From an optimization exercise on the open Yosys and OpenROAD flow, aimed at a short achievable clock period and few clock cycles; shortcuts taken in it are not production practice.
In this exercise RTL edits were held to simulation tests only and were not proved equivalent to the original.
Power figures rest on the tool's default switching activity, not on a simulated workload.

File: design/flow/config.mk
export PLATFORM = sky130hd
export DESIGN_NAME = riscv_pipe_top
export DESIGN_NICKNAME = riscv_pipe_top
export VERILOG_FILES = /design/flow/design.v
export SDC_FILE = /design/flow/constraint.sdc
export NUM_CORES = 4
export LEC_CHECK = 0
export ABC_CLOCK_PERIOD_IN_PS = 3000
export CAP_MARGIN = 20
export CELL_PAD_IN_SITES_DETAIL_PLACEMENT = 2
export CELL_PAD_IN_SITES_GLOBAL_PLACEMENT = 2
export CORE_MARGIN = 2
export CORE_UTILIZATION = 30
export SLEW_MARGIN = 20
export TNS_END_PERCENT = 100
File: design/flow/constraint.sdc
create_clock -name core_clock -period 11.0 [get_ports {clk}]
set_input_delay 2.2000 -clock core_clock [delete_from_list [all_inputs] [get_ports {clk}]]
set_output_delay 2.2000 -clock core_clock [all_outputs]
set_load 0.01 [all_outputs]
File: design/flow/design.v
`timescale 1ns/1ns
module reg_file (
    input  logic                      clk,
    input  logic                      rst,
    input  logic [5-1:0] rs1_addr,
    input  logic [5-1:0] rs2_addr,
    input  logic [5-1:0] rd_addr,
    input  logic [32-1:0]       rd_data,
    input  logic                      rd_write,
    output logic [32-1:0]       rs1_data,
    output logic [32-1:0]       rs2_data
);
    logic [32-1:0] regs [1:32-1];
    always_ff @(posedge clk or posedge rst) begin
        if (rst) begin
            for (int i = 1; i < 32; i++) regs[i] <= '0;
        end else if (rd_write && rd_addr != '0) begin
            regs[rd_addr] <= rd_data;
        end
    end
    assign rs1_data = (rs1_addr == '0) ? '0 : regs[rs1_addr];
    assign rs2_data = (rs2_addr == '0) ? '0 : regs[rs2_addr];
endmodule
`timescale 1ns/1ns
module ks_add32 (
    input  logic [31:0] a,
    input  logic [31:0] b,
    input  logic        cin,
    output logic [31:0] sum,
    output logic        cout
);
    logic [31:0] g [0:5];
    logic [31:0] p [0:5];
    logic [31:0] p0;
    assign p0 = a ^ b;
    always_comb begin
        g[0] = a & b;
        p[0] = p0;
        g[0][0] = (a[0] & b[0]) | (p0[0] & cin);
        for (int l = 0; l < 5; l++) begin
            for (int i = 0; i < 32; i++) begin
                if (i >= (1 << l)) begin
                    g[l+1][i] = g[l][i] | (p[l][i] & g[l][i - (1 << l)]);
                    p[l+1][i] = p[l][i] & p[l][i - (1 << l)];
                end else begin
                    g[l+1][i] = g[l][i];
                    p[l+1][i] = p[l][i];
                end
            end
        end
    end
    assign sum  = p0 ^ {g[5][30:0], cin};
    assign cout = g[5][31];
endmodule
`timescale 1ns/1ns
module riscv_pipe_top (
    input  logic                clk,
    input  logic                rst,
    output logic [32-1:0] imem_addr,
    input  logic [32-1:0] imem_data,
    output logic [32-1:0] dmem_addr,
    output logic                dmem_read,
    output logic                dmem_write,
    output logic [32-1:0] dmem_wdata,
    input  logic [32-1:0] dmem_rdata
);
    localparam int BTB_IDX = 5;            
    localparam int BTB_TAG = 4;
    localparam int BTB_TGT = 12;           
    localparam int BTB_N   = 1 << BTB_IDX;
    localparam logic [6:0] OPC_OP     = 7'b0110011;
    localparam logic [6:0] OPC_OP_IMM = 7'b0010011;
    localparam logic [6:0] OPC_LOAD   = 7'b0000011;
    localparam logic [6:0] OPC_STORE  = 7'b0100011;
    localparam logic [6:0] OPC_BRANCH = 7'b1100011;
    localparam logic [6:0] OPC_LUI    = 7'b0110111;
    logic [31:0]        pc;
    logic               if_id_valid;
    logic [31:0]        if_id_inst;
    logic [31:0]        if_id_pc;
    logic               if_id_pred;       
    logic [31:1]        if_id_ptgt;       
    logic               if_id_hit;        
    logic [1:0]         if_id_cnt;
    logic               id_ex_we;
    logic [4:0]         id_ex_rd;
    logic               id_ex_load;
    logic               id_ex_store;
    logic               id_ex_branch;
    logic [31:0]        id_ex_a;
    logic [31:0]        id_ex_b;
    logic [31:0]        id_ex_s;
    logic               id_ex_fa_alu, id_ex_fa_ld;    
    logic               id_ex_fb_alu, id_ex_fb_ld;    
    logic               id_ex_fs_alu, id_ex_fs_ld;    
    logic               id_ex_fa_sum, id_ex_fb_sum, id_ex_fs_sum;   
    logic               id_ex_sub;
    logic               id_ex_op_add, id_ex_op_sll, id_ex_op_sr, id_ex_op_slt, id_ex_op_sltu;
    logic               id_ex_op_xor, id_ex_op_or, id_ex_op_and;
    logic               id_ex_sra;
    logic               id_ex_br_eq, id_ex_br_lt, id_ex_br_ltu, id_ex_br_inv;
    logic               id_ex_pred;
    logic               id_ex_zok;        
    logic               id_ex_zero;       
    logic               id_ex_pgood;
    logic [31:0]        id_ex_pc4;
    logic [31:0]        id_ex_tgt;
    logic [31:0]        id_ex_pc;
    logic               id_ex_hit;
    logic [1:0]         id_ex_cnt;
    logic               ex_mem_load;
    logic               ex_mem_store;
    logic               ex_mem_we;
    logic               ex_mem_branch;
    logic [4:0]         ex_mem_rd;
    logic [31:0]        ex_mem_oth;       
    logic               ex_mem_sum;       
    logic [31:0]        ex_mem_addr;
    logic [31:0]        ex_mem_sdata;
    logic               ex_mem_cond;
    logic               ex_mem_late;      
    logic               ex_mem_la, ex_mem_lb;
    logic [31:0]        ex_mem_ca, ex_mem_cb;
    logic               ex_mem_br_eq, ex_mem_br_lt, ex_mem_br_ltu, ex_mem_br_inv;
    logic               ex_mem_pred;
    logic               ex_mem_pgood;
    logic [31:0]        ex_mem_pc4;
    logic [31:0]        ex_mem_tgt;
    logic [31:0]        ex_mem_pc;
    logic               ex_mem_hit;
    logic [1:0]         ex_mem_cnt;
    logic               mem_wb_we;
    logic [4:0]         mem_wb_rd;
    logic [31:0]        mem_wb_val;
    logic [1:0]         btb_cnt [0:BTB_N-1];
    logic [BTB_TAG-1:0] btb_tag [0:BTB_N-1];
    logic [BTB_TGT:1]   btb_tgt [0:BTB_N-1];
    logic [BTB_IDX-1:0] f_idx;
    logic               f_hit;
    logic [1:0]         f_cnt;
    logic               f_pred;
    logic [31:1]        f_tgt;
    assign imem_addr = pc;
    assign f_idx     = pc[BTB_IDX+1:2];
    assign f_hit     = (btb_cnt[f_idx] != 2'b00) && (btb_tag[f_idx] == pc[BTB_IDX+BTB_TAG+1:BTB_IDX+2]);
    assign f_cnt     = btb_cnt[f_idx];
    assign f_pred    = f_hit && f_cnt[1];
    assign f_tgt     = {pc[31:BTB_TGT+1], btb_tgt[f_idx]};
    logic [6:0]  d_opc;
    logic [2:0]  d_f3;
    logic [4:0]  d_rs1, d_rs2, d_rd;
    logic        d_is_op, d_is_opi, d_is_load, d_is_store, d_is_br, d_is_lui;
    logic        d_use1, d_use2, d_we;
    logic [31:0] d_imm_i, d_imm_s, d_imm_b, d_imm_u;
    logic [31:0] d_tgt, d_pc4;
    logic [31:0] rf_rs1, rf_rs2;
    logic [31:0] d_mem_val;
    logic [31:0] d_v1, d_v2;
    logic        d_ex1, d_ex2;
    logic        d_tgt_ok;
    logic        d_pred;
    logic        id_redirect;
    logic [31:0] id_redirect_pc;
    logic        mem_miss;
    logic [31:0] mem_next;
    logic        mem_resume_id, mem_resume_if;
    logic        kill_ex, kill_id;
    logic        mem_redirect;
    logic [31:0] mem_redirect_pc;
    assign d_opc    = if_id_inst[6:0];
    assign d_f3     = if_id_inst[14:12];
    assign d_rd     = if_id_inst[11:7];
    assign d_rs1    = if_id_inst[19:15];
    assign d_rs2    = if_id_inst[24:20];
    assign d_is_op    = if_id_valid && d_opc == OPC_OP;
    assign d_is_opi   = if_id_valid && d_opc == OPC_OP_IMM;
    assign d_is_load  = if_id_valid && d_opc == OPC_LOAD;
    assign d_is_store = if_id_valid && d_opc == OPC_STORE;
    assign d_is_br    = if_id_valid && d_opc == OPC_BRANCH;
    assign d_is_lui   = if_id_valid && d_opc == OPC_LUI;
    assign d_use1 = (d_is_op || d_is_opi || d_is_load || d_is_store || d_is_br) && d_rs1 != 5'd0;
    assign d_use2 = (d_is_op || d_is_store || d_is_br) && d_rs2 != 5'd0;
    assign d_we   = (d_is_op || d_is_opi || d_is_load || d_is_lui) && d_rd != 5'd0;
    assign d_imm_i = {{20{if_id_inst[31]}}, if_id_inst[31:20]};
    assign d_imm_s = {{20{if_id_inst[31]}}, if_id_inst[31:25], if_id_inst[11:7]};
    assign d_imm_b = {{20{if_id_inst[31]}}, if_id_inst[7], if_id_inst[30:25], if_id_inst[11:8], 1'b0};
    assign d_imm_u = {if_id_inst[31:12], 12'b0};
    assign d_tgt   = if_id_pc + d_imm_b;
    assign d_pc4   = if_id_pc + 32'd4;
    reg_file i_reg_file (
        .clk      (clk),
        .rst      (rst),
        .rs1_addr (d_rs1),
        .rs2_addr (d_rs2),
        .rd_addr  (mem_wb_rd),
        .rd_data  (mem_wb_val),
        .rd_write (mem_wb_we),
        .rs1_data (rf_rs1),
        .rs2_data (rf_rs2)
    );
    assign d_ex1     = id_ex_we && id_ex_rd == d_rs1;
    assign d_ex2     = id_ex_we && id_ex_rd == d_rs2;
    assign d_mem_val = ex_mem_load ? dmem_rdata : ex_mem_sum ? ex_mem_addr : ex_mem_oth;
    always_comb begin
        if (ex_mem_we && ex_mem_rd == d_rs1)      d_v1 = d_mem_val;
        else if (mem_wb_we && mem_wb_rd == d_rs1) d_v1 = mem_wb_val;
        else                                      d_v1 = rf_rs1;
        if (ex_mem_we && ex_mem_rd == d_rs2)      d_v2 = d_mem_val;
        else if (mem_wb_we && mem_wb_rd == d_rs2) d_v2 = mem_wb_val;
        else                                      d_v2 = rf_rs2;
    end
    logic [31:0] d_za, d_zb;
    logic        d_zok, d_zero;
    logic        d_br_z, d_cond_z;
    assign d_za   = d_is_lui ? 32'b0 : d_v1;
    assign d_zb   = d_is_lui ? d_imm_u : d_is_opi ? d_imm_i : d_v2;
    assign d_zok  = (d_is_lui || (d_is_opi && d_f3 == 3'b000) || (d_is_op && d_f3 == 3'b000 && !if_id_inst[30])) &&
                    !(d_use1 && d_ex1 && !kill_ex) && !(d_is_op && d_use2 && d_ex2 && !kill_ex);
    assign d_zero = ~|((d_za ^ d_zb) ^ {d_za[30:0] | d_zb[30:0], 1'b0});
    assign d_br_z   = d_is_br && d_f3[2:1] == 2'b00 && id_ex_we && id_ex_zok && !kill_ex &&
                      ((d_rs2 == 5'd0 && d_rs1 == id_ex_rd) || (d_rs1 == 5'd0 && d_rs2 == id_ex_rd));
    assign d_cond_z = id_ex_zero ^ d_f3[0];
    logic stall;
    assign stall = id_ex_load && !kill_ex && (d_is_op || d_is_opi) && d_f3[2:1] == 2'b01 &&
                   ((d_use1 && d_ex1) || (d_is_op && d_use2 && d_ex2));
    always_comb begin
        id_redirect    = 1'b0;
        id_redirect_pc = d_tgt;
        d_pred         = if_id_pred;
        d_tgt_ok       = (if_id_ptgt == d_tgt[31:1]);
        if (if_id_valid && !d_is_br && if_id_pred) begin
            id_redirect    = 1'b1;                
            id_redirect_pc = d_pc4;
            d_pred         = 1'b0;
        end else if (d_br_z && d_cond_z != if_id_pred) begin
            id_redirect    = 1'b1;                
            id_redirect_pc = d_cond_z ? d_tgt : d_pc4;
            d_pred         = d_cond_z;
            d_tgt_ok       = 1'b1;
        end else if (d_is_br && !d_br_z && !if_id_hit && if_id_inst[31]) begin
            id_redirect    = 1'b1;                
            d_pred         = 1'b1;
            d_tgt_ok       = 1'b1;
        end
    end
    logic [31:0] x_a, x_b, x_s;
    logic [32:0] x_sum;
    logic        x_eq, x_lt, x_ltu;
    logic [31:0] x_sll, x_sr;
    logic [31:0] x_res;
    logic        x_cond;
    always_comb begin
        x_a = id_ex_fa_ld ? dmem_rdata : id_ex_fa_sum ? ex_mem_addr : id_ex_fa_alu ? ex_mem_oth : id_ex_a;
        x_b = id_ex_fb_ld ? dmem_rdata : id_ex_fb_sum ? ex_mem_addr : id_ex_fb_alu ? ex_mem_oth : id_ex_b;
        x_s = id_ex_fs_ld ? dmem_rdata : id_ex_fs_sum ? ex_mem_addr : id_ex_fs_alu ? ex_mem_oth : id_ex_s;
    end
    logic [31:0] x_s0;
    logic        x_c0;
    ks_add32 i_add (
        .a    (x_a ^ {32{id_ex_sub}}),
        .b    (x_b),
        .cin  (1'b0),
        .sum  (x_s0),
        .cout (x_c0)
    );
    assign x_sum = {x_c0, x_s0 ^ {32{id_ex_sub}}};
    logic [31:0] x_ac, x_bc;
    always_comb begin
        x_ac = id_ex_fa_sum ? ex_mem_addr : id_ex_fa_alu ? ex_mem_oth : id_ex_a;
        x_bc = id_ex_fb_sum ? ex_mem_addr : id_ex_fb_alu ? ex_mem_oth : id_ex_b;
    end
    assign x_eq  = (x_ac == x_bc);
    assign x_ltu = x_ac < x_bc;
    assign x_lt  = $signed(x_ac) < $signed(x_bc);
    assign x_sll = x_a << x_b[4:0];
    assign x_sr  = $signed({id_ex_sra & x_a[31], x_a}) >>> x_b[4:0];
    assign x_res = ({32{id_ex_op_sll}}  & x_sll)
                 | ({32{id_ex_op_sr}}   & x_sr)
                 | ({32{id_ex_op_slt}}  & {31'b0, x_lt})
                 | ({32{id_ex_op_sltu}} & {31'b0, x_ltu})
                 | ({32{id_ex_op_xor}}  & (x_a ^ x_b))
                 | ({32{id_ex_op_or}}   & (x_a | x_b))
                 | ({32{id_ex_op_and}}  & (x_a & x_b));
    assign x_cond = (id_ex_br_eq ? x_eq : id_ex_br_lt ? x_lt : id_ex_br_ltu ? x_ltu : 1'b0) ^ id_ex_br_inv;
    logic [31:0] m_a, m_b;
    logic        m_cond;
    assign m_a    = ex_mem_la ? mem_wb_val : ex_mem_ca;
    assign m_b    = ex_mem_lb ? mem_wb_val : ex_mem_cb;
    assign m_cond = ex_mem_late ? ((ex_mem_br_eq  ? (m_a == m_b) :
                                    ex_mem_br_lt  ? ($signed(m_a) < $signed(m_b)) :
                                    ex_mem_br_ltu ? (m_a < m_b) : 1'b0) ^ ex_mem_br_inv)
                                : ex_mem_cond;
    assign mem_miss        = ex_mem_branch && (m_cond ? !ex_mem_pgood : ex_mem_pred);
    assign mem_next        = m_cond ? ex_mem_tgt : ex_mem_pc4;
    assign mem_resume_id   = if_id_valid && (m_cond ? (if_id_pc == ex_mem_tgt) : (if_id_pc == ex_mem_pc4));
    assign mem_resume_if   = m_cond ? (pc == ex_mem_tgt) : (pc == ex_mem_pc4);
    assign kill_ex         = mem_miss;
    assign kill_id         = mem_miss && !mem_resume_id;
    assign mem_redirect    = mem_miss && !mem_resume_id && !mem_resume_if;
    assign mem_redirect_pc = mem_next;
    always_ff @(posedge clk or posedge rst) begin
        if (rst) begin
            pc          <= 32'h0000_0000;
            if_id_valid <= 1'b0;
        end else if (mem_redirect) begin
            pc          <= mem_redirect_pc;
            if_id_valid <= 1'b0;
        end else if (stall && !kill_id) begin
            pc          <= pc;
        end else if (id_redirect && !kill_id) begin
            pc          <= id_redirect_pc;
            if_id_valid <= 1'b0;
        end else begin
            pc          <= f_pred ? {f_tgt, 1'b0} : pc + 32'd4;
            if_id_valid <= 1'b1;
        end
    end
    always_ff @(posedge clk) begin
        if (!(stall && !kill_id)) begin
            if_id_inst <= imem_data;
            if_id_pc   <= pc;
            if_id_pred <= f_pred;
            if_id_ptgt <= f_tgt;
            if_id_hit  <= f_hit;
            if_id_cnt  <= f_cnt;
        end
    end
    always_ff @(posedge clk or posedge rst) begin
        if (rst) begin
            id_ex_we     <= 1'b0;
            id_ex_load   <= 1'b0;
            id_ex_store  <= 1'b0;
            id_ex_branch <= 1'b0;
        end else if (kill_id || stall) begin
            id_ex_we     <= 1'b0;
            id_ex_load   <= 1'b0;
            id_ex_store  <= 1'b0;
            id_ex_branch <= 1'b0;
        end else begin
            id_ex_we     <= d_we;
            id_ex_load   <= d_is_load;
            id_ex_store  <= d_is_store;
            id_ex_branch <= d_is_br;
        end
    end
    always_ff @(posedge clk) begin
        id_ex_rd      <= d_rd;
        id_ex_a       <= d_is_lui ? 32'b0 : d_v1;
        id_ex_b       <= (d_is_op || d_is_br) ? d_v2 :
                         d_is_lui             ? d_imm_u :
                         d_is_store           ? d_imm_s : d_imm_i;
        id_ex_s       <= d_v2;
        id_ex_fa_alu  <= d_use1 && d_ex1 && !id_ex_load && !id_ex_op_add && !kill_ex;
        id_ex_fa_sum  <= d_use1 && d_ex1 && !id_ex_load &&  id_ex_op_add && !kill_ex;
        id_ex_fa_ld   <= d_use1 && d_ex1 &&  id_ex_load && !kill_ex;
        id_ex_fb_alu  <= (d_is_op || d_is_br) && d_use2 && d_ex2 && !id_ex_load && !id_ex_op_add && !kill_ex;
        id_ex_fb_sum  <= (d_is_op || d_is_br) && d_use2 && d_ex2 && !id_ex_load &&  id_ex_op_add && !kill_ex;
        id_ex_fb_ld   <= (d_is_op || d_is_br) && d_use2 && d_ex2 &&  id_ex_load && !kill_ex;
        id_ex_fs_alu  <= d_is_store && d_use2 && d_ex2 && !id_ex_load && !id_ex_op_add && !kill_ex;
        id_ex_fs_sum  <= d_is_store && d_use2 && d_ex2 && !id_ex_load &&  id_ex_op_add && !kill_ex;
        id_ex_fs_ld   <= d_is_store && d_use2 && d_ex2 &&  id_ex_load && !kill_ex;
        id_ex_sub     <= d_is_op && d_f3 == 3'b000 && if_id_inst[30];
        id_ex_op_add  <= d_is_load || d_is_store || d_is_lui || ((d_is_op || d_is_opi) && d_f3 == 3'b000);
        id_ex_op_sll  <= (d_is_op || d_is_opi) && d_f3 == 3'b001;
        id_ex_op_slt  <= (d_is_op || d_is_opi) && d_f3 == 3'b010;
        id_ex_op_sltu <= (d_is_op || d_is_opi) && d_f3 == 3'b011;
        id_ex_op_xor  <= (d_is_op || d_is_opi) && d_f3 == 3'b100;
        id_ex_op_sr   <= (d_is_op || d_is_opi) && d_f3 == 3'b101;
        id_ex_op_or   <= (d_is_op || d_is_opi) && d_f3 == 3'b110;
        id_ex_op_and  <= (d_is_op || d_is_opi) && d_f3 == 3'b111;
        id_ex_sra     <= if_id_inst[30];
        id_ex_br_eq   <= d_f3[2:1] == 2'b00;
        id_ex_br_lt   <= d_f3[2:1] == 2'b10;
        id_ex_br_ltu  <= d_f3[2:1] == 2'b11;
        id_ex_br_inv  <= d_f3[0] && d_f3[2:1] != 2'b01;
        id_ex_pred    <= d_pred;
        id_ex_zok     <= d_zok;
        id_ex_zero    <= d_zero;
        id_ex_pgood   <= d_pred && d_tgt_ok;
        id_ex_pc4     <= d_pc4;
        id_ex_tgt     <= d_tgt;
        id_ex_pc      <= if_id_pc;
        id_ex_hit     <= if_id_hit;
        id_ex_cnt     <= if_id_cnt;
    end
    always_ff @(posedge clk or posedge rst) begin
        if (rst) begin
            ex_mem_load   <= 1'b0;
            ex_mem_store  <= 1'b0;
            ex_mem_we     <= 1'b0;
            ex_mem_branch <= 1'b0;
        end else if (kill_ex) begin
            ex_mem_load   <= 1'b0;
            ex_mem_store  <= 1'b0;
            ex_mem_we     <= 1'b0;
            ex_mem_branch <= 1'b0;
        end else begin
            ex_mem_load   <= id_ex_load;
            ex_mem_store  <= id_ex_store;
            ex_mem_we     <= id_ex_we;
            ex_mem_branch <= id_ex_branch;
        end
    end
    always_ff @(posedge clk) begin
        ex_mem_rd    <= id_ex_rd;
        ex_mem_oth   <= x_res;
        ex_mem_sum   <= id_ex_op_add;
        ex_mem_addr  <= x_sum[31:0];
        ex_mem_sdata <= x_s;
        ex_mem_cond  <= x_cond;
        ex_mem_late  <= id_ex_fa_ld || id_ex_fb_ld;
        ex_mem_la    <= id_ex_fa_ld;
        ex_mem_lb    <= id_ex_fb_ld;
        ex_mem_ca    <= x_ac;
        ex_mem_cb    <= x_bc;
        ex_mem_br_eq  <= id_ex_br_eq;
        ex_mem_br_lt  <= id_ex_br_lt;
        ex_mem_br_ltu <= id_ex_br_ltu;
        ex_mem_br_inv <= id_ex_br_inv;
        ex_mem_pred  <= id_ex_pred;
        ex_mem_pgood <= id_ex_pgood;
        ex_mem_pc4   <= id_ex_pc4;
        ex_mem_tgt   <= id_ex_tgt;
        ex_mem_pc    <= id_ex_pc;
        ex_mem_hit   <= id_ex_hit;
        ex_mem_cnt   <= id_ex_cnt;
    end
    assign dmem_addr  = ex_mem_addr;
    assign dmem_read  = ex_mem_load;
    assign dmem_write = ex_mem_store;
    assign dmem_wdata = ex_mem_sdata;
    logic               u_cnt_we;
    logic               u_tgt_we;
    logic [BTB_IDX-1:0] u_idx;
    logic [BTB_TAG-1:0] u_tag;
    logic [BTB_TGT:1]   u_tgt;
    logic [1:0]         u_cnt;
    always_ff @(posedge clk or posedge rst) begin
        if (rst) begin
            u_cnt_we <= 1'b0;
            u_tgt_we <= 1'b0;
        end else begin
            u_cnt_we <= ex_mem_branch && (ex_mem_hit || m_cond);
            u_tgt_we <= ex_mem_branch && m_cond;
        end
    end
    always_ff @(posedge clk) begin
        u_idx <= ex_mem_pc[BTB_IDX+1:2];
        u_tag <= ex_mem_pc[BTB_IDX+BTB_TAG+1:BTB_IDX+2];
        u_tgt <= ex_mem_tgt[BTB_TGT:1];
        if (!ex_mem_hit)                         u_cnt <= 2'b10;
        else if (m_cond && ex_mem_cnt != 2'b11)  u_cnt <= ex_mem_cnt + 2'b01;
        else if (!m_cond && ex_mem_cnt != 2'b01) u_cnt <= ex_mem_cnt - 2'b01;
        else                                     u_cnt <= ex_mem_cnt;
    end
    always_ff @(posedge clk or posedge rst) begin
        if (rst) begin
            for (int i = 0; i < BTB_N; i++) btb_cnt[i] <= 2'b00;
        end else if (u_cnt_we) begin
            btb_cnt[u_idx] <= u_cnt;
        end
    end
    always_ff @(posedge clk) begin
        if (u_tgt_we) begin
            btb_tag[u_idx] <= u_tag;
            btb_tgt[u_idx] <= u_tgt;
        end
    end
    always_ff @(posedge clk or posedge rst) begin
        if (rst) mem_wb_we <= 1'b0;
        else     mem_wb_we <= ex_mem_we;
    end
    always_ff @(posedge clk) begin
        mem_wb_rd  <= ex_mem_rd;
        mem_wb_val <= d_mem_val;
    end
endmodule
File: design/flow/flow/run.sh
#!/bin/bash
# The standard layout (standard.sh, unchanged synthesis), with repair_timing
# told to keep setup slack well above zero so the achieved period shrinks.
# The make run's full output (every ORFS step's tool output) goes to standard_flow.log;
# each step's own log is also under orfs/logs/.
set -uo pipefail
bash standard.sh SETUP_SLACK_MARGIN=7.5 finish > standard_flow.log 2>&1
File: design/flow/standard.sh
#!/bin/bash
# synth_recipe.tcl (not shown) runs the flow's synth.tcl, then flattens the netlist and writes it again
# the make line also repeats each setting of config.mk as NAME=value (left out here)
make -C /OpenROAD-flow-scripts/flow DESIGN_CONFIG=/design/flow/config.mk WORK_HOME=/design/flow/orfs CLKGATE_MAP_FILE= SYNTH_SCRIPT=/design/flow/synth_recipe.tcl "${@:-finish}"
==> key figures <==
Clock network
  • Post-cts hold buffer count: 0
  • CTS tree: done
  • CTS Sinks: ~2200
  • Root Driver: clkbuf_16
  • Clock transition at path regs: about 0.060 ns
  • Clock buffer depth: 4
  • CTS HTree Levels: 5
  • Worst-Skew Late Latency: ~0.94 ns
  • CTS Buf Count: 270

Layout
  • Design area: about 140000 um^2
  • Footprint of the multi-input gates: 54200 um^2
  • Final non-filler cell total: around 15000
  • P&R area growth vs syn: 30.1%
  • Storage cell area: ~56000 um^2
  • Fraction of layout cells with a size suffix above 1: 0.386
  • Fin util: 0.391
  • FILL cells: ~36000
  • Net count of the finished layout: 10155

Detailed routing
  • First-pass detailed-route iteration total: 10
  • WL/cell: 40.3 um
  • Vias/cell: 6.19
  • Residual DRC: 0
  • 1st-iter DRT viols: between 10000 and 15000
  • Final wirelength: between 500 and 600 mm
  • Vias after detailed routing: roughly 90000
  • Post-DRT Antenna Nets: 0

Critical path
  • Reg2Reg Setup Slack: between 5 and 6 ns
  • Critical Path End Type: flip-flop
  • Arrival time at the worst endpoint: 6.07 ns
  • WP data required: 11.84 ns
  • Critical path class: reg -> reg
  • Worst R2R Path Depth: 22
  • Worst-path cell chain: buf_12, mux2_2, ha_1, nand4_1, nor3_2, a221oi_2, buf_4, buf_4, a31oi_4, buf_12, mux2_4, buf_6, nor3_4, a21oi_4, o221ai_4, a2111oi_4, buf_4, a21boi_4, buf_12, buf_12, mux2_2, mux2i_1
  • Largest delay share family, worst path: buffers and inverters
  • Buf/Inv on CP: 8
  • Critical path capture point: pc[24]
  • R2R Path End: pc[24]
  • Worst R2R Start: ex_mem_la
  • Max incr delay on CP: about 0.44 ns
  • Slowest cell on the critical path: nor3_4
  • Worst path depth: 22
  • Most frequent CP cell: buf_12
  • CP max FO: 7
  • Critical Path Start: ex_mem_la
  • Startpoint Class: flip-flop

STA
  • Clk_skew: around 0.065 ns
  • Max Slew Vio Count: 0
  • Final critical-path required period: around 5.2 ns
  • RSZ-0062 raised after global routing: true
  • Period utilization: 0.476
  • Hold slack: ~0.32 ns
  • Setup violators final: 0
  • Worst-margin pin slew: between 1 and 1.5 ns
  • Relative slew slack: 0.149
  • Fmax: between 150 and 200 MHz
  • Final Worst Setup Slack: 5.76 ns
  • Fin. Hold Viols: 0

Floorplanning
  • Die Width: 603 um
  • Core region area: roughly 360000 um^2
  • Ports: 164
  • Initial Util: 0.301
  • DIE AREA: ~360000 um^2
  • Rows: 220
  • Die Span Y: ~600 um

Synthesis
  • Post-synth top area share: 0.256
  • Cell taking the most area after synthesis: dfrtp_1
  • Post-synthesis register bit count: 2206
  • Netlist Area Pre-Place: between 100000 and 150000 um^2
  • YS warnings: 7
  • Post-synth EDFFs: a little under 600
  • Post-synth top cells: mux2_2, dfrtp_1, edfxtp_1, clkbuf_1, nand2_1
  • Post-synthesis net count: ~9400
  • Synth unique cells: slightly below 100
  • Most used DFF post-synth: dfrtp_1
  • Largest cells by area after synthesis: dfrtp_1, edfxtp_1, mux2_2, dfxtp_1, mux4_2
  • Register area share after synthesis: 0.516
  • Syn Area/Cell: approximately 12 um^2
  • Post-synth ARST share: 0.499
  • Syn Inst Count: roughly 9000
  • Most common cell in the netlist: mux2_2

GRT
  • Number of global-route vias before repair: around 95000
  • Global-route wire length before repair: 802 mm
  • Initial antenna violation count: 44
  • Grt ovf: 0
  • Largest net degree at the start of global routing: 160
  • Total track usage: 0.312

Placement
  • DP HPWL: ~340 mm
  • IO buf count: 163
  • Placer Congestion: just over 0.9
  • Pre-CTS setup slack: approximately 3.6 ns
  • Placed Area: roughly 120000 um^2
  • Placed cell count: about 14000

Flow run
  • Max-cap violations: 0

Status
  • Status: complete, no violations

Pwr
  • Pwr per Cell Area: 186 nW/um^2
  • Max IR drop VDD: around 0.14 mV
  • Pleak: between 50 and 60 nW

Worst hold path
  • Worst hold path class: reg -> reg
[layout by cell type, fill, tap and decap left out, drive strengths merged, types with 56 or more instances in the layout]
cell type / count
nand3: 114
a221oi: 361
a21oi: 340
a22o: 329
ha: 230
and3: 60
xnor2: 191
o211ai: 58
mux4: 161
o21ai: 332
buf: 1101
nand4: 170
or3: 56
dfxtp: 514
xor2: 148
clkinv: 71
mux2i: 314
dfrtp: 1100
nor2: 511
nand2: 568
nor3: 92
mux2: 1151
a222oi: 81
edfxtp: 592
clkbuf: 396
inv: 272
a22oi: 178
[cell type report]
type                       instances  share of cell area
sequential                      2206               0.399
multi-input combinational       5915               0.387
timing repair buffer            1202               0.101
clock buffer                     375              0.0553
tap                             4773              0.0426
clock inverter                   104             0.00750
inverter                         260             0.00731
antenna                           20            0.000357
timing repair inverter             2            0.000232
[per-layer routing]
layer,up-vias,share of wire,global-route usage
li1,35864,-,-
met1,48838,0.40,0.415
met2,5469,0.43,0.477
met3,1746,0.10,0.0792
met4,22,0.061,0.143
met5,-,0.00031,0
[sequential cells by signal, indices dropped and copies added, names as in the netlist, 30 cells and up]
| name | flops |
|---|---|
| id_ex_a | 32 |
| if_id_pc | 32 |
| ex_mem_sdata | 32 |
| ex_mem_pc4 | 30 |
| ex_mem_oth | 32 |
| id_ex_pc4 | 30 |
| ex_mem_tgt | 31 |
| i_reg_file.regs | 992 |
| if_id_inst | 32 |
| ex_mem_cb | 32 |
| id_ex_b | 32 |
| ex_mem_ca | 32 |
| id_ex_s | 32 |
| ex_mem_addr | 32 |
| id_ex_tgt | 31 |
| btb_tag | 128 |
| btb_tgt | 384 |
| btb_cnt | 64 |
| mem_wb_val | 32 |
| pc | 32 |
[what timing repair did]
item,4_1_cts,5_1_grt
resized for setup,1857,533
setup endpoints to repair,840,661
pin swaps,254,229
endpoints found under the hold margin,0,0
cloned,52,15
setup buffers,446,221
[worst register-to-register path: stages (launching register included)]
cell and delay (ns):
dfxtp_4 0.39, buf_12 0.14, mux2_2 0.35, ha_1 0.31, nand4_1 0.28, nor3_2 0.30
a221oi_2 0.08, buf_4 0.17, buf_4 0.14, a31oi_4 0.17, buf_12 0.16, mux2_4 0.40
buf_6 0.15, nor3_4 0.44, a21oi_4 0.08, o221ai_4 0.27, a2111oi_4 0.08, buf_4 0.19
a21boi_4 0.28, buf_12 0.15, buf_12 0.14, mux2_2 0.34, mux2i_1 0.14
[worst min-delay path by stage]
stage	startpoint	to	slack, ns	depth (start not counted)
5_1_grt	id_ex_tgt[18]	ex_mem_tgt[18]	0.33	0
3_3_place_gp	id_ex_pc4[31]	ex_mem_pc4[31]	0.31	0
4_1_cts	id_ex_tgt[24]	ex_mem_tgt[24]	0.32	0
3_5_place_dp	id_ex_tgt[20]	ex_mem_tgt[20]	0.31	0
6_report	id_ex_tgt[24]	ex_mem_tgt[24]	0.32	0
2_1_floorplan	id_ex_cnt[0]	ex_mem_cnt[0]	0.31	0
[stage by stage]
stage	TNS (ns)	total power, mW
after floorplan	-7014.68	12.9
after global placement	0	15.0
after detailed placement	0	15.2
after CTS	0	25.7
after global routing	0	26.8
final	0	26.1
[logic make-up (layout without fill, tap and decap cells)]
| group | count (synthesis) | after routing | synth area share |
|---|---|---|---|
| mux | 1625 | 1626 | 0.183 |
| fa+ha+maj | 232 | 232 | 0.0271 |
| buf+inv | 1010 | 1943 | 0.0369 |
| flops | 2206 | 2206 | 0.516 |
| other cells | 0 | 20 | 0 |
| compound gates | 1976 | 1976 | 0.134 |
| xor+xnor | 340 | 340 | 0.0278 |
| simple gates | 1739 | 1741 | 0.0749 |
[power by group]
group	switching (mW)	leakage (nW)	internal, mW
Combinational	3.96	28.9	2.85
Clock	3.94	4.31	5.26
Sequential	0.882	25.1	9.23
Total	8.78	58.3	17.3
Testbench counts, summed over its fixed seeds: cycles 103,102.

## what the ideal ports hide
How much do the figures lean on ideal ports? The routed layout below was timed once more, with nothing changed but the port constraints.
Step 1 sets driving cells, clkbuf_16 on the clock port and buf_2 on the other inputs (assumed; they add their load-dependent delay and slew).
Step 2 moves the port delays by t, midway between the first and last clock arrival at a register: inputs arrive t later, outputs are due t later. That takes back most of the time a late clock gives input paths.
Slacks: no drivers / after step 1 / after step 2; pairs: no drivers / after step 1.
t (ns): 1.026
setup WS [ns]: 5.764 / 5.764 / 5.194
latest minus earliest clock arrival (ns): 0.068 / 0.068
slew at the worst register clock pin (ns): 0.07 / 0.07
After both steps this run still meets setup and hold. For this run, drivers alone change the setup slack by 0.000 ns; drivers and shift together by -0.570 ns.
